Context: an optimization exercise on an open-source flow, tuned for small area and a short achievable clock period. The choices shown serve that exercise and are no tape-out recipe. At most, simulation tests tie the RTL to the original design; equivalence was not proved. Only the layout flow was run in runs 1 to 4; the RTL was not checked for function there. Power figures rest on the tool's default switching activity, not on a simulated workload.

==> design/flow/design.v <==
`default_nettype none
package book_types_pkg;
  localparam int KEY_BITS = 16;
  localparam int VOLUME_BITS = 16;
  localparam int LISTSIZE_W = 5;
  typedef logic [KEY_BITS-1:0] key_t;
  typedef logic [VOLUME_BITS-1:0] volume_t;
  typedef logic [LISTSIZE_W-1:0] listsize_t;
  typedef enum logic [1:0] {
    CMD_CLEAR   = 2'd0,
    CMD_ADD     = 2'd1,
    CMD_DELETE  = 2'd2,
    CMD_REPLACE = 2'd3
  } cmd_t;
endpackage
`default_nettype wire
`default_nettype none
package book_cfg_pkg;
  localparam int DEF_ENTRIES_N = 16;
  localparam bit DEF_IS_BID = 1'b1;
endpackage
`default_nettype wire
`timescale 1ns/1ps
`default_nettype none
module book_match_leaf_g (
  input  logic i_k,
  input  logic i_c_n,
  output logic o_g_n
);
  assign o_g_n = ~(i_k & i_c_n);
endmodule
module book_match_leaf_p (
  input  logic i_k,
  input  logic i_c_n,
  input  logic i_g_n,
  output logic o_p_n
);
  assign o_p_n = ~((i_k | i_c_n) & i_g_n);
endmodule
module book_match_node_t (
  input  logic i_g_h,
  input  logic i_p_h,
  input  logic i_g_l,
  input  logic i_p_l,
  output logic o_g_n,
  output logic o_p_n
);
  assign o_g_n = ~(i_g_h | (i_p_h & i_g_l));
  assign o_p_n = ~(i_p_h & i_p_l);
endmodule
module book_match_node_t_g (
  input  logic i_g_h,
  input  logic i_p_h,
  input  logic i_g_l,
  output logic o_g_n
);
  assign o_g_n = ~(i_g_h | (i_p_h & i_g_l));
endmodule
module book_match_node_n (
  input  logic i_g_h_n,
  input  logic i_p_h_n,
  input  logic i_g_l_n,
  input  logic i_p_l_n,
  output logic o_g,
  output logic o_p
);
  assign o_g = ~(i_g_h_n & (i_p_h_n | i_g_l_n));
  assign o_p = ~(i_p_h_n | i_p_l_n);
endmodule
module book_match_node_n_g (
  input  logic i_g_h_n,
  input  logic i_p_h_n,
  input  logic i_g_l_n,
  output logic o_g
);
  assign o_g = ~(i_g_h_n & (i_p_h_n | i_g_l_n));
endmodule
module book_match_eq (
  input  logic [3:0] i_p_n,
  output logic       o_eq
);
  assign o_eq = ~|i_p_n;
endmodule
module book_match (
  input  book_types_pkg::key_t i_key_stored,
  input  book_types_pkg::key_t i_key,
  input  book_types_pkg::key_t i_key_n,
  output logic                 o_gt_n,
  output logic                 o_eq_n,
  output logic                 o_eq
);
  logic [15:0] g0_n, p0_n;
  logic [7:0]  g1, p1;
  logic [3:0]  g2_n, p2_n;
  logic [1:0]  g3, p3;
  logic        g4_n;
  for (genvar b = 0; b < 16; b++) begin : g_leaf
    book_match_leaf_g u_leaf_g (.i_k(i_key_stored[b]), .i_c_n(i_key_n[b]), .o_g_n(g0_n[b]));
    book_match_leaf_p u_leaf_p (.i_k(i_key_stored[b]), .i_c_n(i_key_n[b]), .i_g_n(g0_n[b]),
                                .o_p_n(p0_n[b]));
  end
  for (genvar j = 0; j < 8; j++) begin : g_l1
    if (j == 0) begin : g_g
      book_match_node_n_g u_node (.i_g_h_n(g0_n[1]), .i_p_h_n(p0_n[1]), .i_g_l_n(g0_n[0]), .o_g(g1[0]));
      assign p1[0] = 1'b0;
    end else begin : g_gp
      book_match_node_n u_node (
        .i_g_h_n(g0_n[2*j+1]), .i_p_h_n(p0_n[2*j+1]), .i_g_l_n(g0_n[2*j]), .i_p_l_n(p0_n[2*j]),
        .o_g(g1[j]), .o_p(p1[j]));
    end
  end
  for (genvar j = 0; j < 4; j++) begin : g_l2
    if (j == 0) begin : g_g
      book_match_node_t_g u_node (.i_g_h(g1[1]), .i_p_h(p1[1]), .i_g_l(g1[0]), .o_g_n(g2_n[0]));
      assign p2_n[0] = 1'b1;
    end else begin : g_gp
      book_match_node_t u_node (
        .i_g_h(g1[2*j+1]), .i_p_h(p1[2*j+1]), .i_g_l(g1[2*j]), .i_p_l(p1[2*j]),
        .o_g_n(g2_n[j]), .o_p_n(p2_n[j]));
    end
  end
  book_match_node_n_g u_l3_0 (.i_g_h_n(g2_n[1]), .i_p_h_n(p2_n[1]), .i_g_l_n(g2_n[0]), .o_g(g3[0]));
  book_match_node_n u_l3_1 (.i_g_h_n(g2_n[3]), .i_p_h_n(p2_n[3]), .i_g_l_n(g2_n[2]), .i_p_l_n(p2_n[2]),
                            .o_g(g3[1]), .o_p(p3[1]));
  assign p3[0] = 1'b0;
  book_match_node_t_g u_l4 (.i_g_h(g3[1]), .i_p_h(p3[1]), .i_g_l(g3[0]), .o_g_n(g4_n));
  logic [3:0] eq4;
  for (genvar q = 0; q < 4; q++) begin : g_eq
    book_match_eq u_eq (.i_p_n(p0_n[4*q +: 4]), .o_eq(eq4[q]));
  end
  book_g_nand4 u_eq_n (.a(eq4[0]), .b(eq4[1]), .c(eq4[2]), .d(eq4[3]), .y(o_eq_n));
  book_g_and4  u_eq   (.a(eq4[0]), .b(eq4[1]), .c(eq4[2]), .d(eq4[3]), .y(o_eq));
  assign o_gt_n = g4_n;
endmodule
`default_nettype wire
`timescale 1ns/1ps
`default_nettype none
module book_g_inv (input logic a, output logic y);
  assign y = ~a;
endmodule
module book_g_nor2 (input logic a, input logic b, output logic y);
  assign y = ~(a | b);
endmodule
module book_g_nor3 (input logic a, input logic b, input logic c, output logic y);
  assign y = ~(a | b | c);
endmodule
module book_g_nor4 (input logic a, input logic b, input logic c, input logic d, output logic y);
  assign y = ~(a | b | c | d);
endmodule
module book_g_nand2 (input logic a, input logic b, output logic y);
  assign y = ~(a & b);
endmodule
module book_g_nand3 (input logic a, input logic b, input logic c, output logic y);
  assign y = ~(a & b & c);
endmodule
module book_g_nand4 (input logic a, input logic b, input logic c, input logic d, output logic y);
  assign y = ~(a & b & c & d);
endmodule
module book_g_and4 (input logic a, input logic b, input logic c, input logic d, output logic y);
  assign y = a & b & c & d;
endmodule
module book_g_a21oi (input logic a1, input logic a2, input logic b, output logic y);
  assign y = ~((a1 & a2) | b);
endmodule
module book_g_a21o (input logic a1, input logic a2, input logic b, output logic y);
  assign y = (a1 & a2) | b;
endmodule
module book_g_a32o (input logic a1, input logic a2, input logic a3, input logic b1, input logic b2,
                    output logic y);
  assign y = (a1 & a2 & a3) | (b1 & b2);
endmodule
`default_nettype wire
`timescale 1ns/1ps
`default_nettype none
module book_entry_mux #(
  parameter bit HAS_UP = 1'b1,
  parameter bit HAS_DN = 1'b1
) (
  input  logic i_sel_ins,
  input  logic i_sel_up,
  input  logic i_sel_dn,
  input  logic i_sel_hold,
  input  logic i_ins,
  input  logic i_up,
  input  logic i_dn,
  input  logic i_hold,
  output logic o_nxt
);
  logic up_term, dn_term;
  assign up_term = HAS_UP ? (i_sel_up & i_up) : 1'b0;
  assign dn_term = HAS_DN ? (i_sel_dn & i_dn) : 1'b0;
  assign o_nxt = (i_sel_ins & i_ins) | up_term | dn_term | (i_sel_hold & i_hold);
endmodule
`default_nettype wire
`timescale 1ns/1ps
`default_nettype none
module book_top #(
  parameter int ENTRIES_N = book_cfg_pkg::DEF_ENTRIES_N,
  parameter bit IS_BID = book_cfg_pkg::DEF_IS_BID
) (
  input  logic                     i_clk,
  input  logic                     i_rst_n,
  input  logic                     i_cmd_vld,
  input  book_types_pkg::cmd_t                     i_cmd,
  input  book_types_pkg::key_t                     i_key,
  input  book_types_pkg::volume_t                  i_volume,
  output logic [ENTRIES_N-1:0]     o_vld,
  output book_types_pkg::key_t [ENTRIES_N-1:0]     o_keys,
  output book_types_pkg::volume_t [ENTRIES_N-1:0]  o_volumes,
  output book_types_pkg::listsize_t                o_listsize,
  output logic                     o_notify_vld,
  output book_types_pkg::key_t                     o_notify_key,
  output book_types_pkg::volume_t                  o_notify_volume
);
  localparam int N = 16;
  logic op_clr, op_add, op_del, op_rep;
  assign op_clr = i_cmd_vld && (i_cmd == book_types_pkg::CMD_CLEAR);
  assign op_add = i_cmd_vld && (i_cmd == book_types_pkg::CMD_ADD);
  assign op_del = i_cmd_vld && (i_cmd == book_types_pkg::CMD_DELETE);
  assign op_rep = i_cmd_vld && (i_cmd == book_types_pkg::CMD_REPLACE);
  logic add_n, del_n, rep_n;
  assign add_n = ~op_add;
  assign del_n = ~op_del;
  assign rep_n = ~op_rep;
  logic [N-1:0] vld_n;
  assign vld_n = ~o_vld;
  book_types_pkg::key_t key_n;
  assign key_n = ~i_key;
  logic [N-1:0] gt_n, eq_n, eq, keep, keep_n, dm, r_rep;
  for (genvar i = 0; i < N; i++) begin : g_cmp
    book_match u_cmp (.i_key_stored(o_keys[i]), .i_key(i_key), .i_key_n(key_n),
                      .o_gt_n(gt_n[i]), .o_eq_n(eq_n[i]), .o_eq(eq[i]));
    book_g_a21oi u_keep   (.a1(gt_n[i]), .a2(eq_n[i]), .b(vld_n[i]), .y(keep[i]));
    book_g_a21o  u_keep_n (.a1(gt_n[i]), .a2(eq_n[i]), .b(vld_n[i]), .y(keep_n[i]));
    book_g_nor3  u_dm     (.a(del_n), .b(vld_n[i]), .c(eq_n[i]), .y(dm[i]));
    book_g_nor3  u_rep    (.a(rep_n), .b(vld_n[i]), .c(eq_n[i]), .y(r_rep[i]));
  end
  logic [N-1:0] pn, sel_dn_k, sel_dn_v;
  logic [3:0] gn;
  for (genvar g = 0; g < 4; g++) begin : g_grp
    book_g_inv  u_p0 (.a(dm[4*g]), .y(pn[4*g]));
    book_g_nor2 u_p1 (.a(dm[4*g]), .b(dm[4*g+1]), .y(pn[4*g+1]));
    book_g_nor3 u_p2 (.a(dm[4*g]), .b(dm[4*g+1]), .c(dm[4*g+2]), .y(pn[4*g+2]));
    book_g_nor4 u_p3 (.a(dm[4*g]), .b(dm[4*g+1]), .c(dm[4*g+2]), .d(dm[4*g+3]), .y(pn[4*g+3]));
    assign gn[g] = pn[4*g+3];
  end
  for (genvar i = 0; i < N; i++) begin : g_dn
    localparam int G = i / 4;
    for (genvar c = 0; c < 2; c++) begin : g_copy
      logic s;
      if (G == 0) begin : g0
        book_g_inv   u_s (.a(pn[i]), .y(s));
      end else if (G == 1) begin : g1
        book_g_nand2 u_s (.a(pn[i]), .b(gn[0]), .y(s));
      end else if (G == 2) begin : g2
        book_g_nand3 u_s (.a(pn[i]), .b(gn[0]), .c(gn[1]), .y(s));
      end else begin : g3
        book_g_nand4 u_s (.a(pn[i]), .b(gn[0]), .c(gn[1]), .d(gn[2]), .y(s));
      end
      if (c == 0) begin : g_k
        assign sel_dn_k[i] = s;
      end else begin : g_v
        assign sel_dn_v[i] = s;
      end
    end
  end
  logic [N-1:0] sel_ins, sel_vol, sel_up_k, sel_up_v, mv, hold_k, hold_v;
  logic [N-1:0] rv;
  assign rv = {N{op_rep}} & o_vld;
  for (genvar i = 0; i < N; i++) begin : g_sel
    book_g_nor2 u_mv (.a(add_n), .b(keep[i]), .y(mv[i]));
    if (i == 0) begin : g_head
      assign sel_ins[i] = mv[i];
      assign sel_up_k[i] = 1'b0;
      assign sel_up_v[i] = 1'b0;
      assign sel_vol[i] = mv[i] | r_rep[i];
    end else begin : g_rest
      book_g_nor3 u_ins (.a(add_n), .b(keep_n[i-1]), .c(keep[i]), .y(sel_ins[i]));
      book_g_nor2 u_up_k (.a(add_n), .b(keep[i-1]), .y(sel_up_k[i]));
      book_g_nor2 u_up_v (.a(add_n), .b(keep[i-1]), .y(sel_up_v[i]));
      book_g_a32o u_vol (.a1(op_add), .a2(keep[i-1]), .a3(keep_n[i]), .b1(rv[i]), .b2(eq[i]),
                         .y(sel_vol[i]));
    end
    book_g_nor2 u_hold_k (.a(mv[i]), .b(sel_dn_k[i]), .y(hold_k[i]));
    book_g_nor3 u_hold_v (.a(mv[i]), .b(sel_dn_v[i]), .c(r_rep[i]), .y(hold_v[i]));
  end
  book_types_pkg::key_t    [N-1:0] keys_nxt;
  book_types_pkg::volume_t [N-1:0] vols_nxt;
  for (genvar i = 0; i < N; i++) begin : g_ent
    for (genvar b = 0; b < 16; b++) begin : g_bit
      book_entry_mux #(.HAS_UP(i != 0), .HAS_DN(i != N-1)) u_kmux (
        .i_sel_ins(sel_ins[i]), .i_sel_up(sel_up_k[i]), .i_sel_dn(sel_dn_k[i]), .i_sel_hold(hold_k[i]),
        .i_ins(i_key[b]), .i_up(o_keys[(i == 0) ? 0 : i-1][b]),
        .i_dn(o_keys[(i == N-1) ? i : i+1][b]), .i_hold(o_keys[i][b]),
        .o_nxt(keys_nxt[i][b]));
      book_entry_mux #(.HAS_UP(i != 0), .HAS_DN(i != N-1)) u_vmux (
        .i_sel_ins(sel_vol[i]), .i_sel_up(sel_up_v[i]), .i_sel_dn(sel_dn_v[i]), .i_sel_hold(hold_v[i]),
        .i_ins(i_volume[b]), .i_up(o_volumes[(i == 0) ? 0 : i-1][b]),
        .i_dn(o_volumes[(i == N-1) ? i : i+1][b]), .i_hold(o_volumes[i][b]),
        .o_nxt(vols_nxt[i][b]));
    end
  end
  logic [N-1:0] vld_nxt;
  always_comb begin
    for (int i = 0; i < N; i++) begin
      if (op_clr) vld_nxt[i] = 1'b0;
      else if (op_add) vld_nxt[i] = (i == 0) ? 1'b1 : o_vld[(i == 0) ? 0 : i-1];
      else if (sel_dn_k[i]) vld_nxt[i] = (i == N-1) ? 1'b0 : o_vld[(i == N-1) ? i : i+1];
      else vld_nxt[i] = o_vld[i];
    end
  end
  always_ff @(posedge i_clk or negedge i_rst_n) begin
    if (!i_rst_n) o_vld <= '0;
    else o_vld <= vld_nxt;
  end
  always_ff @(posedge i_clk) begin
    o_keys <= keys_nxt;
    o_volumes <= vols_nxt;
  end
  always_comb begin
    o_listsize = '0;
    for (int i = 0; i < N; i++) begin
      if (o_vld[i] && ((i == N-1) ? 1'b1 : !o_vld[(i == N-1) ? i : i+1])) o_listsize = book_types_pkg::listsize_t'(i + 1);
    end
  end
  logic head_change;
  assign head_change = (op_clr && o_vld[0]) || mv[0] || ((op_del || op_rep) && o_vld[0] && eq[0]);
  always_ff @(posedge i_clk or negedge i_rst_n) begin
    if (!i_rst_n) o_notify_vld <= 1'b0;
    else o_notify_vld <= head_change;
  end
  always_ff @(posedge i_clk) begin
    o_notify_key <= i_key;
    o_notify_volume <= op_clr ? '0 : (op_del ? o_volumes[0] : i_volume);
  end
endmodule
`default_nettype wire
==> design/flow/flow/run.sh <==
#!/bin/bash
# Standard layout, with the smallest buffer on every input and output port
set -e
export BUFFER_PORTS_ARGS="-buffer_cell sky130_fd_sc_hd__buf_1"
bash standard.sh > standard.log 2>&1
==> design/flow/standard.sh <==
#!/bin/bash
# synth_recipe.tcl (not shown) runs the flow's synth.tcl, then flattens the netlist and writes it again
# the make line also repeats each setting of config.mk as NAME=value (left out here)
make -C /OpenROAD-flow-scripts/flow DESIGN_CONFIG=/design/flow/config.mk WORK_HOME=/design/flow/orfs CLKGATE_MAP_FILE= SYNTH_SCRIPT=/design/flow/synth_recipe.tcl "${@:-finish}"
==> design/flow/config.mk <==
export PLATFORM = sky130hd
export DESIGN_NAME = book_top
export DESIGN_NICKNAME = book_top
export VERILOG_FILES = /design/flow/design.v
export SDC_FILE = /design/flow/constraint.sdc
export NUM_CORES = 4
export LEC_CHECK = 0
export CAP_MARGIN = 20
export CORE_MARGIN = 2
export CORE_UTILIZATION = 40
export SETUP_SLACK_MARGIN = 0.5
export SLEW_MARGIN = 20
export SYNTH_HIERARCHICAL = 1
==> design/flow/constraint.sdc <==
create_clock -name core_clock -period 5.5 [get_ports {i_clk}]
set_input_delay 1.1000 -clock core_clock [delete_from_list [all_inputs] [get_ports {i_clk}]]
set_output_delay 1.1000 -clock core_clock [all_outputs]
set_load 0.01 [all_outputs]
==> flow_metrics.tcl, run 1 <==
set metrics [dict create \
    period_minus_slack_ns 4.641 \
    post_cts_buffers 0 \
    yosys_warnings 7 \
    viasPerCell 6.082 \
    startpoint "i_key[9]" \
    stdcell_area_um2 35780 \
    dieWidth_um 273.7 \
    die_h_um 273.7 \
    root_buffer "clkbuf_16" \
    holdWs_ns 0.4417 \
    worstMarginPinSlew_ns 1.171 \
    outcome "no timing/DRC/antenna violations" \
    dp_hpwl_um 95280 \
    syn_nets 3508 \
    cp_max_fo 25 \
    reg2reg_from "o_keys[29]$_DFF_P_" \
    cts_inserted_buffers 69 \
    ant_nets 0 \
    cp_cell_sequence "buf_1, inv_1, nand2_1, o21ai_1, nor4_2, nand4_1, nor3_2, nor4_4, nand2_1, nor3_2, a22oi_1, nand2_1" \
    synth_cells 3471 \
    fmax_ghz 0.2155 \
    io_pins 603 \
    core_um2 71730 \
    rsz0062_at_grt "no" \
    io_buffer_count 602 \
    fin_crit_sh 0.8438 \
    cp_common_cell "nand2_1" \
    slew_headroom 0.2191 \
    cp_data_arrival_time_ns 5.18 \
    worst-endpoint-required_ns 6.04 \
    netlist_area_um2 29100 \
    syn_to_final_growth_pct 22.95 \
    clk_path_buf_depth 3 \
    antenna_found_initial 0 \
    grt_max_degree 36 \
    finalSetupViolCount 0 \
    clkTransAtPathRegs_ns 0.06 \
    worstRegToRegCells 10 \
    fin_nets 4275 \
    antennaDiodeCount 0 \
    power.density_nw_per_um2 384.1 \
    startpoint_type "primary input" \
    clkSinkCount 561 \
    gp_congestion 0.9438 \
    total_power_mw 13.75 \
    place_area_um2 33310 \
    drv_cap 0 \
    tns_ns 0 \
    dr.pass1.iters 8 \
    fp-row-count 98 \
    track_usage 0.3115 \
    final_cell_count_no_fill 5243 \
    drc 0 \
    hold_buffers 0 \
    initial_utilization 0.4057 \
    dieArea_um2 74930 \
    hold_path_class "in2async" \
    tritoncts "built" \
    post_drt_wl_per_cell_um 23.23 \
    ir_drop_v 0.0002694 \
    power.leakage_nw 14.07 \
    avgSynthCellArea_um2 8.385 \
    max_stage_delay_ns 0.95 \
    slowest_stage "nor3_2" \
    worstSetupEndpointType "flop" \
    routed_wl_um 121800 \
    path_class "in2reg" \
    placed_cells 5114 \
    skew_ns 0.02176 \
    clk_latency_ns 0.61 \
    vias 31889 \
    layout-drive-gt1-share 0.1419 \
    hold_viol_final 0 \
    slew_violations 0 \
    cts_max_level 3 \
    grt_pass1_vias 29770 \
    grt_pass1_wl_um 184300 \
    grt_remaining_overflow 0 \
    dr.first_iter.drc_count 3197 \
]
area by class of cell:
type                            count  area [um^2]
Clock buffer                      106         2101
Clock inverter                     20        198.9
Fill cell                        7269        35950
Inverter                          110        412.9
Multi-Input combinational cell   2787        17500
Sequential cell                   561        11320
Tap cell                          950         1189
Timing Repair Buffer              709         3067
final timing paths:
check	to	slack, ns
min	o_notify_vld$_DFF_PN0_	0.44
min in group core_clock	o_notify_volume[8]$_SDFF_PP0_	0.51
max reg2reg	o_volumes[80]$_DFF_P_	1.61
min reg2reg	o_notify_volume[8]$_SDFF_PP0_	0.51
max in group asynchronous	o_vld[9]$_DFFE_PN0P_	4.83
max	o_volumes[80]$_DFF_P_	0.86
power by group:
group	switching (mW)	total (mW)	internal, mW
Combinational	2.08	3.16	1.08
Sequential	1.14	5.91	4.77
Clock	1.89	4.67	2.78
cells in the final DEF (no fill, tap or decap), types with 16 or more instances in the layout:
master       n
a21oi_2     96
dfrtp_1     17
buf_4      106
nor2_1     188
buf_1      602
o21ai_1    289
nor3_2      52
nand2_1    794
o21ai_0     33
a222oi_1    64
nand3_1     23
clkbuf_1    18
a22oi_1    896
clkbuf_16   73
nand4_1     24
o21ai_2    128
dfxtp_1    544
and4_1      16
a21o_1      17
nor2_2      24
inv_1      108
nor4_2      66
per-layer routing:
layer | routed length, um | global-route usage | up-vias
li1 | - | - | 15125
met1 | 51480 | 0.4077 | 15434
met2 | 56530 | 0.5052 | 1175
met3 | 11140 | 0.08307 | 155
met4 | 2673 | 0.08240 | 0
met5 | 0 | 0 | -
sequential cells by signal, indices dropped and copies added, names as in the netlist:
register,count
o_volumes,256
o_notify_key,16
o_vld,16
o_notify_volume,16
o_notify_vld,1
o_keys,256
what timing repair did:
item | 4_1_cts | 5_1_grt
endpoints found under the setup margin | 0 | 1
gates resized for setup | 0 | 1
endpoints found under the hold margin | 0 | 0
worst max-delay path, delay by kind of cell:
kind	cells	cell delay, ns
AND/OR/NAND/NOR	8	2.97
buffers and inverters	2	0.67
AO/OA/AOI/OAI	2	0.41
through the flow:
stage	setup WS, ns	util
2_1_floorplan	0.6320	-
6_report	0.8590	0.4988
3_3_place_gp	0.3339	0.4642
4_1_cts	0.9146	0.4964
3_5_place_dp	0.2644	0.4643
5_1_grt	0.5073	0.4988
==> inputs of run 2 (changes only) <==
--- a/design/flow/config.mk
+++ b/design/flow/config.mk
@@ -8,6 +8,6 @@
 export CAP_MARGIN = 20
 export CORE_MARGIN = 2
 export CORE_UTILIZATION = 40
-export SETUP_SLACK_MARGIN = 0.5
+export SETUP_SLACK_MARGIN = 1.5
 export SLEW_MARGIN = 20
 export SYNTH_HIERARCHICAL = 1
==> flow_metrics.tcl, run 2 <==
set metrics [dict create \
    crit_path_end "o_keys[223]$_DFF_P_" \
    ant_nets 0 \
    hold_path_class "in2async" \
    worst-endpoint-required_ns 6.00 \
    worstRegToRegCells 12 \
    dr.first_iter.drc_count 3380 \
    worstMarginPinSlew_ns 1.190 \
    total_power_mw 13.62 \
    tritoncts "built" \
    stdcell_area_um2 36770 \
    skew_ns 0.03140 \
    p_int_mw 8.486 \
    ir_drop_v 0.0002599 \
    comb_power_share 0.238 \
    drc 0 \
    root_buffer "clkbuf_16" \
    slowest_stage "nor4_2" \
    reg2reg_from "o_keys[61]$_DFF_P_" \
    largestRegisters "o_keys x256, o_volumes x256" \
    cts_inserted_buffers 68 \
    period_minus_slack_ns 3.863 \
    die_h_um 273.7 \
    io_buffer_count 602 \
    gp_congestion 0.9200 \
    hold_buffers 0 \
    grt_remaining_overflow 0 \
    finalSetupViolCount 0 \
    fin_crit_sh 0.7024 \
    clk_latency_ns 0.61 \
    avgSynthCellArea_um2 8.385 \
    track_usage 0.3164 \
    p_switching_mw 5.134 \
    core_um2 71730 \
    max_stage_delay_ns 0.55 \
    dieWidth_um 273.7 \
    viasPerCell 6.142 \
    pre_cts_ws_ns 0.3377 \
    seqPwrFrac 0.434 \
    power.leakage_nw 14.51 \
    startpoint "i_key[13]" \
    synth_cells 3471 \
    cp_common_cell "buf_4" \
    syn_to_final_growth_pct 26.34 \
    syn_nets 3508 \
    antennaDiodeCount 0 \
    antenna_found_initial 1 \
    startpoint_type "primary input" \
    clkSinkCount 561 \
    yosys_warnings 7 \
    grt_pass1_vias 29829 \
    path_class "in2reg" \
    place_area_um2 33400 \
    clkTransAtPathRegs_ns 0.06 \
    final_common_cell "a22oi_1" \
    final_cell_mix "a22oi_1 (896), nand2_1 (787), buf_1 (593), dfxtp_1 (544), o21ai_1 (273)" \
    grt_max_degree 57 \
    rsz0062_at_grt "no" \
    routed_wl_um 125600 \
    clk_path_buf_depth 3 \
    reg2reg_setup_slack_ns 2.27 \
    initial_utilization 0.4057 \
    layout-drive-gt1-share 0.1668 \
    io_pins 603 \
    clockPowerShare 0.328 \
    tns_ns 0 \
    cp_cell_sequence "buf_2, clkinvlp_4, buf_4, nand2_1, o21ai_1, nor4_2, nand4_1, nor3_4, buf_4, nor4_4, nand4_1, buf_4, nor2_4, buf_12, a22oi_1, nand2_1" \
    hold_viol_final 0 \
    holdWs_ns 0.4419 \
    power.density_nw_per_um2 370.4 \
    fp-row-count 98 \
    cp_max_fo 17 \
    post_drt_wl_per_cell_um 23.69 \
    slew_violations 0 \
    vias 32571 \
    seqCellArea_um2 11320 \
    grt_pass1_wl_um 185700 \
    dr.pass1.iters 9 \
    dp_hpwl_um 95750 \
    final.setup.worst_slack_ns 1.637 \
    cts_max_level 3 \
    multiInputGateArea_um2 17810 \
    worstReg2RegEnd "o_volumes[74]$_DFF_P_" \
    cp_data_arrival_time_ns 4.36 \
    dieArea_um2 74930 \
    worstSetupEndpointType "flop" \
    outcome "no timing/DRC/antenna violations" \
    drv_cap 0 \
    fmax_ghz 0.2588 \
    netlist_area_um2 29100 \
    final.fill_count 7276 \
    netSwitchingFraction 0.3769 \
    fin_nets 4341 \
    slew_headroom 0.2037 \
]
[run 2: repair_timing]
action	in CTS	in global routing
buffers inserted	29	57
endpoints found under the setup margin	517	498
resized for setup	31	20
pin swaps	13	22
gates cloned	6	3
[run 2: worst max-delay path, delay by kind of cell]
kind	cells	cell delay [ns]
simple gates	8	1.77
compound gates	2	0.26
buf+inv	6	1.20
[run 2: cell type report]
cell class,instances,area share
clock buffer,98,0.05346
sequential,561,0.3078
inverter,110,0.01317
clock inverter,21,0.005411
timing repair buffer,767,0.1019
timing repair inverter,8,0.001633
tap,950,0.03233
multi-input combinational,2788,0.4843
[run 2: power groups by stage]
stage	Combinational [mW]	Sequential (mW)	Clock, mW
6_report	3.24	5.91	4.47
5_1_grt	3.56	6.01	4.69
4_1_cts	3.17	5.90	4.53
3_5_place_dp	3.12	5.98	0
3_3_place_gp	3.07	5.99	0
2_1_floorplan	1.67	5.88	0
[run 2: stage by stage]
step,cells,utilization
after floorplan,3471,-
after global placement,5085,0.4653
after detailed placement,5085,0.4656
after CTS,5239,0.5025
after global routing,5303,0.5126
final,5303,0.5126
[run 2: worst min-delay path by stage]
| stage | cells past startpoint | from | endpoint |
|---|---|---|---|
| floorplan | 2 | o_volumes[0]$_DFF_P_ | o_notify_volume[0]$_SDFF_PP0_ |
| global placement | 2 | o_volumes[1]$_DFF_P_ | o_notify_volume[1]$_SDFF_PP0_ |
| detailed placement | 2 | o_volumes[0]$_DFF_P_ | o_notify_volume[0]$_SDFF_PP0_ |
| CTS | 1 | i_rst_n | o_notify_vld$_DFF_PN0_ |
| global route | 1 | i_rst_n | o_vld[1]$_DFFE_PN0P_ |
| finish | 1 | i_rst_n | o_notify_vld$_DFF_PN0_ |
[run 2: layer usage]
layer	GRT usage	wire (um)	vias to the layer above
met2	0.5167	58900	1210
met4	0.09850	4033	0
li1	-	-	15257
met5	0	0	-
met3	0.08070	10720	201
met1	0.4082	51950	15903
==> inputs of run 3 (changes only) <==
--- a/design/flow/config.mk
+++ b/design/flow/config.mk
@@ -8,6 +8,6 @@
 export CAP_MARGIN = 20
 export CORE_MARGIN = 2
 export CORE_UTILIZATION = 40
-export SETUP_SLACK_MARGIN = 1.5
+export SETUP_SLACK_MARGIN = 2.5
 export SLEW_MARGIN = 20
 export SYNTH_HIERARCHICAL = 1
==> flow_metrics.tcl, run 3 <==
set metrics [dict create \
    outcome "no timing/DRC/antenna violations" \
    post_drt_wl_per_cell_um 25.84 \
    startpoint "i_key[15]" \
    hold_path_class "in2async" \
    slew_violations 0 \
    final_cell_mix "nand2_1 (731), buf_1 (581), dfxtp_1 (544), a22oi_1 (491), a22oi_2 (405)" \
    die_h_um 273.7 \
    fp-row-count 98 \
    clk_path_buf_depth 3 \
    synth_cells 3471 \
    slew_headroom 0.1822 \
    grt_remaining_overflow 0 \
    cts_max_level 3 \
    cts_inserted_buffers 68 \
    syn_to_final_growth_pct 55.76 \
    worstMarginPinSlew_ns 1.227 \
    tritoncts "built" \
    initial_utilization 0.4057 \
    power.leakage_nw 17.59 \
    drv_cap 0 \
    cp_max_fo 8 \
    fmax_ghz 0.2780 \
    pre_cts_ws_ns 0.1694 \
    worstSetupEndpointType "flop" \
    yosys_warnings 7 \
    startpoint_type "primary input" \
    fin_nets 4644 \
    grt_pass1_wl_um 205000 \
    holdWs_ns 0.4355 \
    dieArea_um2 74930 \
    core_um2 71730 \
    fin_crit_sh 0.6540 \
    utilization 0.6320 \
    dp_hpwl_um 95270 \
    dr.pass1.iters 7 \
    viasPerCell 6.345 \
    final_cell_count_no_fill 5604 \
    skew_ns 0.02122 \
    grt_pass1_vias 32773 \
    power.density_nw_per_um2 321.2 \
    worst-endpoint-required_ns 5.99 \
    routed_wl_um 144800 \
    worstRegToRegCells 13 \
    antenna_found_initial 1 \
    antennaDiodeCount 0 \
    cp_data_arrival_time_ns 4.09 \
    netlist_area_um2 29100 \
    tns_ns 0 \
    gp_congestion 0.9071 \
    dr.first_iter.drc_count 3981 \
    layout-drive-gt1-share 0.3629 \
    clkSinkCount 561 \
    largestRegisters "o_keys x256, o_volumes x256" \
    track_usage 0.3509 \
    ant_nets 0 \
    final_common_cell "nand2_1" \
    ir_drop_v 0.0002358 \
    root_buffer "clkbuf_16" \
    vias 35558 \
    period_minus_slack_ns 3.597 \
    path_class "in2reg" \
    rsz0062_at_grt "yes" \
    avgSynthCellArea_um2 8.385 \
    final.setup.worst_slack_ns 1.903 \
    dieWidth_um 273.7 \
    drc 0 \
    reg2reg_setup_slack_ns 2.32 \
    clk_latency_ns 0.61 \
    hold_viol_final 0 \
    placed_cells 5093 \
    grt_max_degree 37 \
    io_pins 603 \
    crit_path_end "o_volumes[253]$_DFF_P_" \
    reg2reg_from "o_keys[31]$_DFF_P_" \
    clkTransAtPathRegs_ns 0.06 \
    io_buffer_count 602 \
    worstReg2RegEnd "o_volumes[253]$_DFF_P_" \
    syn_nets 3508 \
    finalSetupViolCount 0 \
]
==> run 3: cell types whose count changed in the layout (fill, tap and decap cells not counted), moves of 25 or more <==
cell / delta
nand2_2: +29
a22oi_2: +405
o21ai_2: +62
nor4_2: -25
a22oi_1: -405
o21ai_1: -93
nand2_1: -56
buf_12: +68
buf_4: +69
buf_6: +119
o21ai_4: +41
==> run 3: where the power goes <==
part           leakage [nW]  internal, mW  switching, mW
clock                  1.06          2.54           1.88
sequential             4.66          4.77           1.41
combinational          11.9          1.57           2.39
==> run 3: worst max-delay path, stage by stage <==
cell and delay, ns:
buf_8 0.10, clkinvlp_4 0.09, buf_12 0.11, buf_16 0.11
buf_6 0.09, o21ai_4 0.06, nor4_4 0.42, nand4_1 0.31
nor3_4 0.34, nor4_4 0.07, buf_6 0.14, buf_12 0.14
buf_6 0.12, nand4_1 0.17, nor3_4 0.09, buf_6 0.16
a222oi_1 0.35, inv_1 0.08
==> run 3: area by class of cell <==
type                    instances  area (um^2)
flip-flops and latches        561        11330
clock buffers                 101         2017
multi-input cells            2793        21830
inverters                     110        543.0
repair inverters                8        55.05
clock inverters                16        110.1
repair buffers               1065         8255
fillers                      6037        26400
well taps                     950         1189
==> run 3: routing by layer <==
metal	global-route usage	part of all wire	vias up
li1	-	-	15894
met1	0.4476	0.39	17439
met2	0.5587	0.46	1843
met3	0.09404	0.10	380
met4	0.1461	0.047	2
met5	0	0.000048	-
==> run 3: worst min path at each step <==
stage	end	slack, ns	depth (start not counted)
after floorplan	o_notify_volume[0]$_SDFF_PP0_	0.51	2
after global placement	o_volumes[250]$_DFF_P_	0.50	2
after detailed placement	o_volumes[249]$_DFF_P_	0.50	2
after CTS	o_notify_vld$_DFF_PN0_	0.43	1
after global routing	o_vld[1]$_DFFE_PN0P_	0.45	1
final	o_notify_vld$_DFF_PN0_	0.44	1
==> run 3: what timing repair did <==
action / in CTS / in global routing
gates cloned: 44 / 14
pin swaps: 346 / 433
endpoints found under the setup margin: 533 / 533
hold buffers: 0 / 0
gates resized for setup: 708 / 475
setup buffers: 255 / 81
==> run 3: metrics by stage <==
step	cell area (um^2)	power [mW]
global placement	33440	9.093
CTS	42120	14.08
finish	45330	14.56
global route	45330	15.15
floorplan	29460	7.554
detailed placement	33450	9.129
==> inputs of run 4 (changes only) <==
--- a/design/flow/config.mk
+++ b/design/flow/config.mk
@@ -8,6 +8,6 @@
 export CAP_MARGIN = 20
 export CORE_MARGIN = 2
 export CORE_UTILIZATION = 40
-export SETUP_SLACK_MARGIN = 2.5
+export SETUP_SLACK_MARGIN = 2.0
 export SLEW_MARGIN = 20
 export SYNTH_HIERARCHICAL = 1
==> flow_metrics.tcl, run 4 <==
set metrics [dict create \
    dr.first_iter.drc_count 3460 \
    hold_path_class "in2async" \
    antenna_found_initial 0 \
    core_um2 71730 \
    drv_cap 0 \
    clk_latency_ns 0.61 \
    clkSinkCount 561 \
    tritoncts "built" \
    vias 33048 \
    tns_ns 0 \
    dieArea_um2 74930 \
    cts_max_level 3 \
    worstMarginPinSlew_ns 1.167 \
    dp_hpwl_um 94950 \
    dr.pass1.iters 9 \
    ant_nets 0 \
    skew_ns 0.02237 \
    root_buffer "clkbuf_16" \
    period_minus_slack_ns 3.483 \
    grt_pass1_wl_um 189200 \
    pre_cts_ws_ns 0.5415 \
    cp_data_arrival_time_ns 3.97 \
    fmax_ghz 0.2871 \
    hold_buffers 0 \
    antennaDiodeCount 0 \
    finalSetupViolCount 0 \
    dieWidth_um 273.7 \
    power.density_nw_per_um2 357.8 \
    synth_cells 3471 \
    rsz0062_at_grt "yes" \
    placed_cells 5089 \
    viasPerCell 6.114 \
    final_cell_mix "a22oi_1 (893), nand2_1 (770), buf_1 (583), dfxtp_1 (544), o21ai_1 (234)" \
    layout-drive-gt1-share 0.2085 \
    fin_nets 4448 \
    final.setup.worst_slack_ns 2.017 \
    die_h_um 273.7 \
    fp-row-count 98 \
    ir_drop_v 0.0002245 \
    avgSynthCellArea_um2 8.385 \
    path_class "in2reg" \
    grt_remaining_overflow 0 \
    clkTransAtPathRegs_ns 0.07 \
    syn_to_final_growth_pct 33.09 \
    worst-endpoint-required_ns 5.99 \
    syn_nets 3508 \
    yosys_warnings 7 \
    outcome "no timing/DRC/antenna violations" \
    gp_congestion 0.9006 \
    final_common_cell "a22oi_1" \
    startpoint_type "primary input" \
    fin_crit_sh 0.6332 \
    drc 0 \
    reg2reg_from "o_keys[110]$_DFF_P_" \
    slew_violations 0 \
    worstSetupEndpointType "flop" \
    cp_max_fo 12 \
    netlist_area_um2 29100 \
    post_drt_wl_per_cell_um 23.95 \
    slew_headroom 0.2222 \
    place_area_um2 33420 \
    io_pins 603 \
    clk_path_buf_depth 3 \
    track_usage 0.3234 \
    power.leakage_nw 15.48 \
    hold_viol_final 0 \
    routed_wl_um 129400 \
    grt_pass1_vias 30455 \
    final_cell_count_no_fill 5405 \
    initial_utilization 0.4057 \
    stdcell_area_um2 38730 \
    io_buffer_count 602 \
    startpoint "i_key[15]" \
    grt_max_degree 33 \
    cts_inserted_buffers 67 \
    largestRegisters "o_keys x256, o_volumes x256" \
]
-- run 4: path summary, 6_finish.rpt --
kind | slack, ns | depth (start not counted) | endpoint
max reg2reg | 2.47 | 12 | o_keys[253]$_DFF_P_
min reg2reg | 0.50 | 2 | o_notify_volume[6]$_SDFF_PP0_
max | 2.02 | 16 | o_keys[253]$_DFF_P_
min | 0.41 | 1 | o_notify_vld$_DFF_PN0_
max in group asynchronous | 4.58 | 2 | o_vld[15]$_DFFE_PN0P_
min in group core_clock | 0.50 | 2 | o_notify_volume[6]$_SDFF_PP0_
-- run 4: power breakdown --
group	switching (mW)	internal (mW)
Sequential	1.18	4.77
Clock	1.86	2.60
Combinational	2.22	1.23
-- run 4: cell type report --
type | instances | area [um^2]
Sequential cell | 561 | 11320
Clock buffer | 98 | 1986
Clock inverter | 15 | 161.4
Timing Repair inverter | 15 | 112.6
Multi-Input combinational cell | 2788 | 18460
Timing Repair Buffer | 868 | 5014
Tap cell | 950 | 1189
Fill cell | 6848 | 33000
Inverter | 110 | 491.7
-- run 4: what timing repair did --
item / 4_1_cts / 5_1_grt
setup buffers: 104 / 80
pin swaps: 42 / 82
endpoints found under the hold margin: 0 / 0
resized for setup: 99 / 193
setup endpoints to repair: 529 / 519
gates cloned: 15 / 4
-- run 4: worst max-delay path, cell delays in order --
cell and delay, ns:
buf_6 0.13, clkinvlp_4 0.10, buf_4 0.20, nand2_2 0.10, o21ai_2 0.09, nor4_4 0.36, nand4_1 0.31, nor3_4 0.32
nor4_4 0.07, buf_4 0.17, buf_4 0.16, nand4_1 0.20, buf_4 0.20, nor2_4 0.08, a222oi_1 0.30, inv_1 0.06
-- run 4: routing by layer --
metal,track usage,wire length (um)
met1,0.4101,52130
met2,0.5291,61090
met3,0.08193,11560
met4,0.1175,4646
met5,0,0
-- run 4: per-stage QoR --
step	hold slack [ns]	utilization	total power, mW
5_1_grt	0.4286	0.5400	14.49
4_1_cts	0.3988	0.5179	13.71
3_3_place_gp	0.4939	0.4656	9.083
3_5_place_dp	0.4994	0.4659	9.116
2_1_floorplan	0.5096	-	7.554
6_report	0.4069	0.5400	13.86
==> inputs of run 5 (changes only) <==
--- a/design/flow/design.v
+++ b/design/flow/design.v
@@ -75,19 +75,17 @@
 );
   assign o_g = ~(i_g_h_n & (i_p_h_n | i_g_l_n));
 endmodule
-module book_match_eq (
-  input  logic [3:0] i_p_n,
+module book_match_eq2 (
+  input  logic [1:0] i_p_n,
   output logic       o_eq
 );
   assign o_eq = ~|i_p_n;
 endmodule
 module book_match (
   input  book_types_pkg::key_t i_key_stored,
-  input  book_types_pkg::key_t i_key,
   input  book_types_pkg::key_t i_key_n,
   output logic                 o_gt_n,
-  output logic                 o_eq_n,
-  output logic                 o_eq
+  output logic [1:0]           o_eq8_n
 );
   logic [15:0] g0_n, p0_n;
   logic [7:0]  g1, p1;
@@ -124,12 +122,12 @@
                             .o_g(g3[1]), .o_p(p3[1]));
   assign p3[0] = 1'b0;
   book_match_node_t_g u_l4 (.i_g_h(g3[1]), .i_p_h(p3[1]), .i_g_l(g3[0]), .o_g_n(g4_n));
-  logic [3:0] eq4;
-  for (genvar q = 0; q < 4; q++) begin : g_eq
-    book_match_eq u_eq (.i_p_n(p0_n[4*q +: 4]), .o_eq(eq4[q]));
+  logic [7:0] eq2;
+  for (genvar q = 0; q < 8; q++) begin : g_eq
+    book_match_eq2 u_eq (.i_p_n(p0_n[2*q +: 2]), .o_eq(eq2[q]));
   end
-  book_g_nand4 u_eq_n (.a(eq4[0]), .b(eq4[1]), .c(eq4[2]), .d(eq4[3]), .y(o_eq_n));
-  book_g_and4  u_eq   (.a(eq4[0]), .b(eq4[1]), .c(eq4[2]), .d(eq4[3]), .y(o_eq));
+  book_g_nand4 u_eq8_0 (.a(eq2[0]), .b(eq2[1]), .c(eq2[2]), .d(eq2[3]), .y(o_eq8_n[0]));
+  book_g_nand4 u_eq8_1 (.a(eq2[4]), .b(eq2[5]), .c(eq2[6]), .d(eq2[7]), .y(o_eq8_n[1]));
   assign o_gt_n = g4_n;
 endmodule
 `default_nettype wire
@@ -165,6 +163,14 @@
 module book_g_a21o (input logic a1, input logic a2, input logic b, output logic y);
   assign y = (a1 & a2) | b;
 endmodule
+module book_g_a221oi (input logic a1, input logic a2, input logic b1, input logic b2, input logic c,
+                      output logic y);
+  assign y = ~((a1 & a2) | (b1 & b2) | c);
+endmodule
+module book_g_a221o (input logic a1, input logic a2, input logic b1, input logic b2, input logic c,
+                     output logic y);
+  assign y = (a1 & a2) | (b1 & b2) | c;
+endmodule
 module book_g_a32o (input logic a1, input logic a2, input logic a3, input logic b1, input logic b2,
                     output logic y);
   assign y = (a1 & a2 & a3) | (b1 & b2);
@@ -226,14 +232,23 @@
   assign vld_n = ~o_vld;
   book_types_pkg::key_t key_n;
   assign key_n = ~i_key;
-  logic [N-1:0] gt_n, eq_n, eq, keep, keep_n, dm, r_rep;
+  logic [N-1:0] dv_n, rv_n;
+  assign dv_n = ~({N{op_del}} & o_vld);
+  assign rv_n = ~({N{op_rep}} & o_vld);
+  logic [N-1:0] rv;
+  assign rv = {N{op_rep}} & o_vld;
+  logic [N-1:0] gt_n, eq, keep, keep_n, dm, r_rep;
+  logic [1:0] eq8_n [N];
   for (genvar i = 0; i < N; i++) begin : g_cmp
-    book_match u_cmp (.i_key_stored(o_keys[i]), .i_key(i_key), .i_key_n(key_n),
-                      .o_gt_n(gt_n[i]), .o_eq_n(eq_n[i]), .o_eq(eq[i]));
-    book_g_a21oi u_keep   (.a1(gt_n[i]), .a2(eq_n[i]), .b(vld_n[i]), .y(keep[i]));
-    book_g_a21o  u_keep_n (.a1(gt_n[i]), .a2(eq_n[i]), .b(vld_n[i]), .y(keep_n[i]));
-    book_g_nor3  u_dm     (.a(del_n), .b(vld_n[i]), .c(eq_n[i]), .y(dm[i]));
-    book_g_nor3  u_rep    (.a(rep_n), .b(vld_n[i]), .c(eq_n[i]), .y(r_rep[i]));
+    book_match u_cmp (.i_key_stored(o_keys[i]), .i_key_n(key_n),
+                      .o_gt_n(gt_n[i]), .o_eq8_n(eq8_n[i]));
+    book_g_a221oi u_keep   (.a1(gt_n[i]), .a2(eq8_n[i][0]), .b1(gt_n[i]), .b2(eq8_n[i][1]),
+                            .c(vld_n[i]), .y(keep[i]));
+    book_g_a221o  u_keep_n (.a1(gt_n[i]), .a2(eq8_n[i][0]), .b1(gt_n[i]), .b2(eq8_n[i][1]),
+                            .c(vld_n[i]), .y(keep_n[i]));
+    book_g_nor2   u_eq  (.a(eq8_n[i][0]), .b(eq8_n[i][1]), .y(eq[i]));
+    book_g_nor3   u_dm  (.a(dv_n[i]), .b(eq8_n[i][0]), .c(eq8_n[i][1]), .y(dm[i]));
+    book_g_nor3   u_rep (.a(rv_n[i]), .b(eq8_n[i][0]), .c(eq8_n[i][1]), .y(r_rep[i]));
   end
   logic [N-1:0] pn, sel_dn_k, sel_dn_v;
   logic [3:0] gn;
@@ -265,8 +280,6 @@
     end
   end
   logic [N-1:0] sel_ins, sel_vol, sel_up_k, sel_up_v, mv, hold_k, hold_v;
-  logic [N-1:0] rv;
-  assign rv = {N{op_rep}} & o_vld;
   for (genvar i = 0; i < N; i++) begin : g_sel
     book_g_nor2 u_mv (.a(add_n), .b(keep[i]), .y(mv[i]));
     if (i == 0) begin : g_head
--- a/design/flow/config.mk
+++ b/design/flow/config.mk
@@ -7,7 +7,9 @@
 export LEC_CHECK = 0
 export CAP_MARGIN = 20
 export CORE_MARGIN = 2
-export CORE_UTILIZATION = 40
+export CORE_UTILIZATION = 55
+export CTS_BUF_LIST = sky130_fd_sc_hd__clkbuf_8
+export CTS_CLUSTER_SIZE = 20
 export SETUP_SLACK_MARGIN = 2.0
 export SLEW_MARGIN = 20
 export SYNTH_HIERARCHICAL = 1
==> flow_metrics.tcl, run 5 <==
set metrics [dict create \
    fmax_ghz 0.2819 \
    routed_wl_um 115600 \
    syn_to_final_growth_pct 27.39 \
    layout-drive-gt1-share 0.1697 \
    slew_violations 0 \
    root_buffer "clkbuf_8" \
    yosys_warnings 8 \
    worstSetupEndpointType "flop" \
    grt_remaining_overflow 0 \
    tritoncts "built" \
    grt_pass1_vias 29861 \
    final_common_cell "a22oi_1" \
    drc 0 \
    multiInputGateArea_um2 18050 \
    ant_nets 0 \
    syn_nets 3635 \
    finalSetupViolCount 0 \
    outcome "no timing/DRC/antenna violations" \
    cts_inserted_buffers 97 \
    avgSynthCellArea_um2 8.108 \
    netlist_area_um2 29170 \
    initial_utilization 0.5552 \
    dieWidth_um 234.3 \
    ir_drop_v 0.0003221 \
    dp_hpwl_um 84880 \
    rsz0062_at_grt "yes" \
    path_class "in2reg" \
    final_cell_mix "a22oi_1 (896), nand2_1 (820), buf_1 (592), dfxtp_1 (544), nor2_1 (317)" \
    synth_cells 3598 \
    cts_max_level 3 \
    clk_path_buf_depth 3 \
    final.setup.worst_slack_ns 1.953 \
    fin_nets 4502 \
    grt_pass1_wl_um 170900 \
    cp_data_arrival_time_ns 4.20 \
    dieArea_um2 54900 \
    viasPerCell 6.436 \
    fin_crit_sh 0.6449 \
    drv_cap 0 \
    worstRegToRegCells 11 \
    hold_buffers 0 \
    antenna_found_initial 0 \
    io_pins 603 \
    hold_path_class "in2async" \
    track_usage 0.3916 \
    dr.pass1.iters 10 \
    skew_ns 0.03455 \
    core_um2 52550 \
    fp-row-count 84 \
    worst-endpoint-required_ns 6.16 \
    worstMarginPinSlew_ns 1.108 \
    startpoint_type "primary input" \
    tns_ns 0 \
    post_drt_wl_per_cell_um 22.09 \
    vias 33665 \
    slew_headroom 0.2589 \
    hold_viol_final 0 \
    cp_max_fo 17 \
    clk_latency_ns 0.73 \
    gp_congestion 0.9494 \
    largestRegisters "o_keys x256, o_volumes x256" \
    dr.first_iter.drc_count 3693 \
    grt_max_degree 72 \
    pre_cts_ws_ns 0.3996 \
    power.leakage_nw 15.50 \
    die_h_um 234.3 \
    period_minus_slack_ns 3.547 \
    final.fill_count 4350 \
    power.density_nw_per_um2 359.3 \
    clkSinkCount 561 \
    io_buffer_count 602 \
    clkTransAtPathRegs_ns 0.06 \
    seqCellArea_um2 11330 \
]
==> run 5: cell type report <==
cell class	instances	area share
multi-input combinational	2885	0.4857
sequential	561	0.3048
timing repair buffer	788	0.1155
clock buffer	126	0.04666
tap	688	0.02316
inverter	125	0.01475
clock inverter	50	0.008080
timing repair inverter	7	0.001347
antenna	1	0.00006733
==> run 5: metal layers <==
layer | global-route usage | vias to the layer above | part of all wire
met5 | 0 | - | 0.00045
li1 | - | 15657 | -
met3 | 0.1088 | 325 | 0.11
met4 | 0.1653 | 2 | 0.045
met2 | 0.6183 | 1765 | 0.46
met1 | 0.5025 | 15916 | 0.39
==> run 5: worst max-delay path, stage by stage <==
cell	delay [ns]
buf_1	0.16
clkinvlp_4	0.27
buf_4	0.28
nand2_1	0.11
o21ai_1	0.10
nor2_1	0.17
a21oi_2	0.10
o21ai_1	0.29
a21oi_2	0.19
a221oi_4	0.56
nor2_1	0.26
nor3_4	0.25
buf_12	0.17
a22oi_1	0.08
nand2_1	0.09
==> run 5: per-stage QoR <==
stage | hold WS (ns) | cells | power (mW) | cell area, um^2 | utilization
floorplan | 0.5110 | 3598 | 7.680 | 29470 | -
global placement | 0.4974 | 4913 | 9.132 | 32850 | 0.6252
detailed placement | 0.4986 | 4914 | 9.182 | 32860 | 0.6253
CTS | 0.5055 | 5151 | 13.19 | 35980 | 0.6847
global route | 0.2326 | 5230 | 13.95 | 37160 | 0.7072
finish | 0.2466 | 5231 | 13.35 | 37170 | 0.7072
==> run 5: final timing paths <==
check,start,slack [ns],end
min in group core_clock,o_volumes[9]$_DFF_P_,0.51,o_notify_volume[9]$_SDFF_PP0_
hold / removal,i_rst_n,0.25,o_notify_vld$_DFF_PN0_
setup reg to reg,o_keys[63]$_DFF_P_,2.42,o_keys[121]$_DFF_P_
max in group asynchronous,i_rst_n,4.79,o_vld[7]$_DFFE_PN0P_
setup / recovery,i_key[2],1.95,o_volumes[140]$_DFF_P_
hold reg to reg,o_volumes[9]$_DFF_P_,0.51,o_notify_volume[9]$_SDFF_PP0_
==> run 5: repair_timing <==
item	in CTS	in global routing
gates resized for setup	83	58
cloned	4	3
setup endpoints to repair	522	513
pin swaps	28	33
setup buffers	57	72
==> run 5: power breakdown <==
group	total [mW]	internal, mW	switching [mW]	leakage (nW)
Sequential	5.95	4.79	1.16	4.65
Combinational	3.41	1.21	2.20	9.68
Clock	3.99	2.15	1.84	1.18
==> inputs of run 6 (changes only) <==
--- a/design/flow/config.mk
+++ b/design/flow/config.mk
@@ -7,9 +7,8 @@
 export LEC_CHECK = 0
 export CAP_MARGIN = 20
 export CORE_MARGIN = 2
-export CORE_UTILIZATION = 55
-export CTS_BUF_LIST = sky130_fd_sc_hd__clkbuf_8
-export CTS_CLUSTER_SIZE = 20
+export CORE_UTILIZATION = 40
 export SETUP_SLACK_MARGIN = 2.0
 export SLEW_MARGIN = 20
 export SYNTH_HIERARCHICAL = 1
+export TNS_END_PERCENT = 10
==> flow_metrics.tcl, run 6 <==
set metrics [dict create \
    drc 0 \
    antenna_found_initial 0 \
    clkSinkCount 561 \
    gp_congestion 0.9278 \
    root_buffer "clkbuf_16" \
    grtUsageMet1 0.3992 \
    fp-row-count 99 \
    cp_data_arrival_time_ns 2.39 \
    syn_to_final_growth_pct 30.37 \
    cts_max_level 3 \
    dr.first_iter.drc_count 3264 \
    dieArea_um2 75110 \
    worstSetupEndpointType "primary output" \
    viasPerCell 6.028 \
    tritoncts "built" \
    die_h_um 274.1 \
    grtUsageMet2 0.5110 \
    path_class "reg2out" \
    synth_cells 3598 \
    grt_max_degree 35 \
    power.leakage_nw 15.61 \
    io_buffer_count 602 \
    syn_nets 3635 \
    ir_drop_v 0.0002463 \
    holdWs_ns 0.4587 \
    tns_ns 0 \
    fin_nets 4523 \
    avgSynthCellArea_um2 8.108 \
    final_common_cell "a22oi_1" \
    dieWidth_um 274.1 \
    grt_remaining_overflow 0 \
    slew_violations 0 \
    drv_cap 0 \
    dr.pass1.iters 9 \
    dp_hpwl_um 93930 \
    skew_ns 0.01970 \
    startpoint_type "flop" \
    outcome "no timing/DRC/antenna violations" \
    final_cell_mix "a22oi_1 (896), nand2_1 (820), buf_1 (589), dfxtp_1 (544), nor2_1 (315)" \
    largestRegisters "o_keys x256, o_volumes x256" \
    yosys_warnings 8 \
    worstMarginPinSlew_ns 1.134 \
    ant_nets 0 \
    initial_utilization 0.4019 \
    slew_headroom 0.2438 \
    period_minus_slack_ns 3.490 \
    core_um2 72590 \
    routed_wl_um 125500 \
    reg2reg_from "o_keys[55]$_DFF_P_" \
    reg2reg_setup_slack_ns 2.61 \
    worstRegToRegCells 14 \
    fin_crit_sh 0.6345 \
    vias 33128 \
    rsz0062_at_grt "yes" \
    clk_latency_ns 0.61 \
    power.density_nw_per_um2 370.1 \
    netlist_area_um2 29170 \
    hold_viol_final 0 \
    fmax_ghz 0.2865 \
    finalSetupViolCount 0 \
    post_drt_wl_per_cell_um 22.83 \
    hold_buffers 0 \
    layout-drive-gt1-share 0.1748 \
    worst-endpoint-required_ns 4.40 \
    grt_pass1_vias 30315 \
    utilization 0.5240 \
    track_usage 0.3151 \
    clkTransAtPathRegs_ns 0.06 \
    grt_pass1_wl_um 185900 \
    grtUsageMet3 0.07619 \
    worstReg2RegEnd "o_volumes[169]$_DFF_P_" \
    cp_max_fo 9 \
    cts_inserted_buffers 67 \
    hold_path_class "in2async" \
    antennaDiodeCount 0 \
    clk_path_buf_depth 3 \
    io_pins 603 \
    grt_busiest_layer "met2" \
]
run 6: routing by layer:
layer	share of wire	up-vias
met3	0.083	231
li1	-	15673
met5	0	-
met2	0.47	1244
met4	0.041	0
met1	0.41	15980
run 6: metrics by stage:
step / total power [mW] / area, um^2 / setup slack (ns) / std cells
floorplan: 7.676 / 29390 / 1.190 / 3598
global placement: 9.258 / 33250 / 0.5663 / 5205
detailed placement: 9.298 / 33270 / 0.4583 / 5207
CTS: 14.02 / 36630 / 1.899 / 5403
global route: 14.76 / 38040 / 1.896 / 5496
finish: 14.08 / 38040 / 2.010 / 5496
run 6: area by class of cell:
cell class | instances | area [um^2]
Sequential cell | 561 | 11320
Inverter | 125 | 559.3
Timing Repair Buffer | 832 | 4432
Tap cell | 959 | 1200
Clock buffer | 102 | 2072
Multi-Input combinational cell | 2886 | 18150
Timing Repair inverter | 13 | 97.59
Clock inverter | 18 | 201.4
Fill cell | 7213 | 34550
run 6: worst max-delay path by stage:
stage,start,to,slack (ns),cells after the start
after floorplan,i_key[3],o_volumes[192]$_DFF_P_,1.19,10
after global placement,i_key[11],o_keys[254]$_DFF_P_,0.57,12
after detailed placement,i_key[11],o_volumes[85]$_DFF_P_,0.46,12
after CTS,i_key[5],o_keys[236]$_DFF_P_,1.90,17
after global routing,i_key[15],o_volumes[163]$_DFF_P_,1.90,14
final,o_vld[1]$_DFFE_PN0P_,o_listsize[0],2.01,5
run 6: where the power goes:
group / switching [mW] / total (mW) / internal (mW)
clock: 1.88 / 4.63 / 2.75
combinational: 2.24 / 3.45 / 1.21
sequential: 1.21 / 6.00 / 4.79
total: 5.33 / 14.1 / 8.75
run 6: critical path: stages (launching register included):
cell and delay, ns:
dfrtp_2 0.48, nand2b_4 0.19, a311oi_4 0.35, o221ai_2 0.22, a221oi_2 0.36, buf_1 0.19
run 6: timing repair:
| item | in CTS | in global routing |
|---|---|---|
| gates cloned | 13 | 1 |
| hold endpoints to repair | 0 | 0 |
| buffers inserted | 63 | 91 |
| gates resized for setup | 93 | 94 |
| setup endpoints to repair | 531 | 526 |
| pin swaps | 22 | 62 |
==> inputs of run 7 (changes only) <==
--- a/design/flow/config.mk
+++ b/design/flow/config.mk
@@ -8,7 +8,7 @@
 export CAP_MARGIN = 20
 export CORE_MARGIN = 2
 export CORE_UTILIZATION = 40
-export SETUP_SLACK_MARGIN = 2.0
+export SETUP_SLACK_MARGIN = 2.5
 export SLEW_MARGIN = 20
 export SYNTH_HIERARCHICAL = 1
 export TNS_END_PERCENT = 10
==> flow_metrics.tcl, run 7 <==
set metrics [dict create \
    period_minus_slack_ns 3.419 \
    yosys_warnings 8 \
    ir_drop_v 0.0002468 \
    io_buffer_count 602 \
    routed_wl_um 139300 \
    reg2reg_setup_slack_ns 2.56 \
    dp_hpwl_um 93930 \
    cp_data_arrival_time_ns 3.98 \
    worstRegToRegCells 15 \
    grt_max_degree 35 \
    slowest_stage "nor4_4" \
    dieWidth_um 274.1 \
    syn_to_final_growth_pct 46.15 \
    clk_latency_ns 0.62 \
    grt_pass1_vias 31340 \
    final_cell_mix "a22oi_1 (853), nand2_1 (761), buf_1 (582), dfxtp_1 (544)" \
    track_usage 0.3262 \
    cts_max_level 3 \
    grt_pass1_wl_um 192100 \
    rsz0062_at_grt "yes" \
    antenna_found_initial 1 \
    drc 0 \
    post_drt_wl_per_cell_um 24.49 \
    clkSinkCount 561 \
    cp_max_fo 7 \
    path_class "in2reg" \
    worstReg2RegEnd "o_keys[247]$_DFF_P_" \
    avgSynthCellArea_um2 8.108 \
    dr.pass1.iters 8 \
    fin_nets 4717 \
    slew_violations 0 \
    finalSetupViolCount 0 \
    initial_utilization 0.4019 \
    die_h_um 274.1 \
    core_um2 72590 \
    utilization 0.5874 \
    vias 35346 \
    power.leakage_nw 17.58 \
    syn_nets 3635 \
    worstSetupEndpointType "flop" \
    path_buf_inv 9 \
    skew_ns 0.02248 \
    fmax_ghz 0.2925 \
    cts_inserted_buffers 67 \
    netlist_area_um2 29170 \
    outcome "no timing/DRC/antenna violations" \
    clkTransAtPathRegs_ns 0.07 \
    reg2reg_from "o_keys[45]$_DFF_P_" \
    power.density_nw_per_um2 345.3 \
    worst-endpoint-required_ns 6.06 \
    cp_cell_sequence "buf_12, buf_12, clkinvlp_4, buf_8, buf_8, o21ai_4, nor2_2, nand4_1, buf_6, nor3_4, nor4_4, buf_4, nand4_1, nor2_4, clkbuf_16, a222oi_1, inv_1" \
    antennaDiodeCount 0 \
    root_buffer "clkbuf_16" \
    dieArea_um2 75110 \
    worstMarginPinSlew_ns 1.161 \
    drv_cap 0 \
    startpoint_type "primary input" \
    slew_headroom 0.2259 \
    ant_nets 0 \
    final_common_cell "a22oi_1" \
    hold_viol_final 0 \
    fin_crit_sh 0.6216 \
    hold_path_class "in2async" \
    clk_path_buf_depth 3 \
    critPathTopFamily "buffers and inverters" \
    layout-drive-gt1-share 0.2716 \
    largestRegisters "o_keys x256, o_volumes x256" \
    tns_ns 0 \
    dr.first_iter.drc_count 3961 \
    viasPerCell 6.212 \
    gp_congestion 0.9278 \
    fp-row-count 99 \
    grt_remaining_overflow 0 \
    io_pins 603 \
    synth_cells 3598 \
    tritoncts "built" \
    max_stage_delay_ns 0.40 \
]
run 7: routing by layer:
metal | global-route usage | share of wire
met5 | 0 | 0.000093
met4 | 0.1297 | 0.052
met3 | 0.07549 | 0.094
met2 | 0.5358 | 0.47
met1 | 0.4130 | 0.39
run 7: how the worst max path moves through the flow:
stage,start,endpoint,slack (ns),cells after the start
after floorplan,i_key[3],o_volumes[192]$_DFF_P_,1.19,10
after global placement,i_key[11],o_keys[254]$_DFF_P_,0.57,12
after detailed placement,i_key[11],o_volumes[85]$_DFF_P_,0.46,12
after CTS,o_vld[4]$_DFFE_PN0P_,o_listsize[1],2.14,5
after global routing,o_vld[11]$_DFFE_PN0P_,o_listsize[2],2.04,5
final,i_key[11],o_keys[247]$_DFF_P_,2.08,17
run 7: layout make-up:
type	instances	area [um^2]
Fill cell	6584	29950
Multi-Input combinational cell	2891	20110
Sequential cell	561	11330
Timing Repair Buffer	1019	7049
Clock buffer	102	2072
Tap cell	959	1200
Inverter	125	566.8
Clock inverter	18	201.4
Timing Repair inverter	15	110.1
run 7: worst register-to-register path, stage by stage, from the launching register on:
cell and delay [ns]:
dfxtp_1 0.53, nand2_1 0.19, o21ai_4 0.11, nor2_2 0.06
nand4_1 0.10, buf_6 0.14, nor3_4 0.06, nor4_4 0.29
buf_6 0.15, buf_12 0.13, buf_6 0.10, nand4_1 0.27
nor2_4 0.38, clkbuf_16 0.22, a222oi_1 0.08, inv_1 0.08
run 7: timing repair:
action | in CTS | in global routing
pin swaps | 89 | 242
hold buffers | 0 | 0
setup endpoints to repair | 533 | 531
cloned | 20 | 28
gates resized for setup | 288 | 527
buffers inserted | 175 | 140
run 7: power by group:
part,internal [mW],leakage (nW),switching (mW)
Sequential,4.79,4.65,1.28
Combinational,1.50,11.8,2.50
Clock,2.75,1.13,1.90
run 7: metrics by stage:
stage / cell area, um^2 / instances / power, mW / hold WS (ns) / setup slack, ns
floorplan: 29390 / 3598 / 7.676 / 0.5110 / 1.190
global placement: 33250 / 5205 / 9.258 / 0.4950 / 0.5663
detailed placement: 33270 / 5207 / 9.298 / 0.4981 / 0.4583
CTS: 38530 / 5522 / 14.25 / 0.4470 / 2.139
global route: 42640 / 5690 / 15.37 / 0.4748 / 2.038
finish: 42640 / 5690 / 14.72 / 0.4567 / 2.081
==> inputs of run 8 (changes only) <==
--- a/design/flow/config.mk
+++ b/design/flow/config.mk
@@ -7,8 +7,8 @@
 export LEC_CHECK = 0
 export CAP_MARGIN = 20
 export CORE_MARGIN = 2
-export CORE_UTILIZATION = 40
-export SETUP_SLACK_MARGIN = 2.5
+export CORE_UTILIZATION = 55
+export SETUP_SLACK_MARGIN = 2.0
 export SLEW_MARGIN = 20
 export SYNTH_HIERARCHICAL = 1
 export TNS_END_PERCENT = 10
==> flow_metrics.tcl, run 8 <==
set metrics [dict create \
    period_minus_slack_ns 3.631 \
    path_class "reg2out" \
    final_cell_mix "a22oi_1 (896), nand2_1 (824), buf_1 (590), dfxtp_1 (544), nor2_1 (324)" \
    antennaDiodeCount 0 \
    finalSetupViolCount 0 \
    syn_nets 3635 \
    slew_violations 0 \
    netlist_area_um2 29170 \
    grt_max_degree 48 \
    post_drt_wl_per_cell_um 22.51 \
    initial_utilization 0.5552 \
    worstRegToRegCells 14 \
    antenna_found_initial 0 \
    worst-endpoint-required_ns 4.40 \
    final_cell_count_no_fill 5171 \
    io_buffer_count 602 \
    dp_hpwl_um 85260 \
    routed_wl_um 116400 \
    placed_cells 4921 \
    cp_data_arrival_time_ns 2.53 \
    avgSynthCellArea_um2 8.108 \
    clkSinkCount 561 \
    outcome "no timing/DRC/antenna violations" \
    cts_inserted_buffers 60 \
    grt_remaining_overflow 0 \
    syn_to_final_growth_pct 26.86 \
    synth_cells 3598 \
    dr.pass1.iters 10 \
    core_um2 52550 \
    dr.first_iter.drc_count 4030 \
    power.density_nw_per_um2 364.8 \
    dieWidth_um 234.3 \
    largestRegisters "o_keys x256, o_volumes x256" \
    die_h_um 234.3 \
    drv_cap 0 \
    vias 33764 \
    viasPerCell 6.529 \
    ant_nets 0 \
    rsz0062_at_grt "yes" \
    gp_congestion 0.9755 \
    track_usage 0.4000 \
    clk_path_buf_depth 3 \
    ir_drop_v 0.0003014 \
    final_common_cell "a22oi_1" \
    worstMarginPinSlew_ns 1.059 \
    slew_headroom 0.2913 \
    hold_viol_final 0 \
    fmax_ghz 0.2754 \
    cts_max_level 2 \
    layout-drive-gt1-share 0.1564 \
    utilization 0.7043 \
    yosys_warnings 8 \
    worstReg2RegEnd "o_keys[151]$_DFF_P_" \
    drc 0 \
    power.leakage_nw 15.37 \
    io_pins 603 \
    cp_max_fo 9 \
    worstSetupEndpointType "primary output" \
    dieArea_um2 54900 \
    grt_pass1_wl_um 174800 \
    hold_path_class "in2async" \
    grt_pass1_vias 30257 \
    fin_crit_sh 0.6601 \
    total_power_mw 13.50 \
    reg2reg_setup_slack_ns 2.52 \
    tritoncts "built" \
    skew_ns 0.03236 \
    reg2reg_from "o_keys[127]$_DFF_P_" \
    clk_latency_ns 0.66 \
    root_buffer "clkbuf_16" \
    fin_nets 4470 \
    startpoint_type "flop" \
    fp-row-count 84 \
    clkTransAtPathRegs_ns 0.07 \
    tns_ns 0 \
]
-- run 8: changes by cell type in the layout (fill, tap and decap cells not counted), sizes merged --
cell	delta
a32o	-4
or2	-1
clkinvlp	-12
bufbuf	-1
clkbuf	-17
nor2	-1
inv	+1
clkinv	+3
buf	-216
-- run 8: timing repair --
item / 4_1_cts / 5_1_grt
pin swaps: 26 / 44
endpoints found under the setup margin: 530 / 524
hold buffers: 0 / 0
cloned: 7 / 0
gates resized for setup: 86 / 45
buffers inserted: 59 / 68
-- run 8: through the flow --
step / worst slack, ns / area [um^2] / hold slack (ns)
2_1_floorplan: 1.190 / 29390 / 0.5110
3_3_place_gp: 0.2010 / 32790 / 0.4952
3_5_place_dp: 0.1894 / 32830 / 0.5003
4_1_cts: 1.905 / 35920 / 0.5114
5_1_grt: 1.816 / 37010 / 0.4263
6_report: 1.870 / 37010 / 0.3969
-- run 8: final cells by class --
cell class | count | area (um^2)
timing repair buffer | 793 | 4275
sequential | 561 | 11320
timing repair inverter | 7 | 52.55
multi-input combinational | 2885 | 17950
inverter | 125 | 551.8
clock buffer | 94 | 1802
fill | 4509 | 15540
clock inverter | 18 | 198.9
tap | 688 | 860.8
-- run 8: critical path, stage by stage, from the launching register on --
cell      delay [ns]
dfrtp_1         0.53
inv_1           0.22
a211oi_1        0.35
o32ai_1         0.17
a41oi_1         0.27
buf_1           0.33
-- run 8: metal layers --
| layer | track usage | wire length (um) |
|---|---|---|
| met5 | 0.007143 | 37 |
| met4 | 0.1828 | 5537 |
| met3 | 0.09557 | 12750 |
| met2 | 0.6262 | 52520 |
| met1 | 0.5216 | 45570 |
-- run 8: where the power goes --
part	internal, mW	switching [mW]
Sequential	4.79	1.17
Clock	2.39	1.77
Combinational	1.19	2.19
-- run 8: worst max-delay path by stage --
stage,from,endpoint,slack [ns],cells past startpoint
after floorplan,i_key[3],o_volumes[192]$_DFF_P_,1.19,10
after global placement,i_key[2],o_volumes[118]$_DFF_P_,0.20,11
after detailed placement,i_key[1],o_keys[196]$_DFF_P_,0.19,11
after CTS,i_key[7],o_keys[64]$_DFF_P_,1.91,13
after global routing,o_vld[4]$_DFFE_PN0P_,o_listsize[0],1.82,5
final,o_vld[11]$_DFFE_PN0P_,o_listsize[2],1.87,5

[afterwards: timing with drivers on the ports]
Ports are ideal in the flow. The routed layouts listed here were re-timed in OpenROAD. Step 1 assumes that a clkbuf_16 drives the clock port and a buf_2 every other input. Step 2 also shifts input and output timing later by t, the mid clock arrival at the registers, as if the neighbouring blocks saw the same clock. Slacks: ideal / step 1 / step 2; pairs: ideal / step 1.
run | t (ns) | setup slack, ns
run 1 | 0.674 | 0.859 / 0.909 / 0.235
run 2 | 0.669 | 1.637 / 1.680 / 1.011
run 3 | 0.678 | 1.903 / 1.934 / 1.256
run 4 | 0.673 | 2.017 / 1.997 / 1.377
run 5 | 0.772 | 1.953 / 1.987 / 1.218
run 6 | 0.674 | 2.010 / 1.941 / 1.464
run 7 | 0.675 | 2.081 / 2.016 / 1.407
run 8 | 0.715 | 1.869 / 1.801 / 1.295
After both steps every run listed still meets setup and hold.
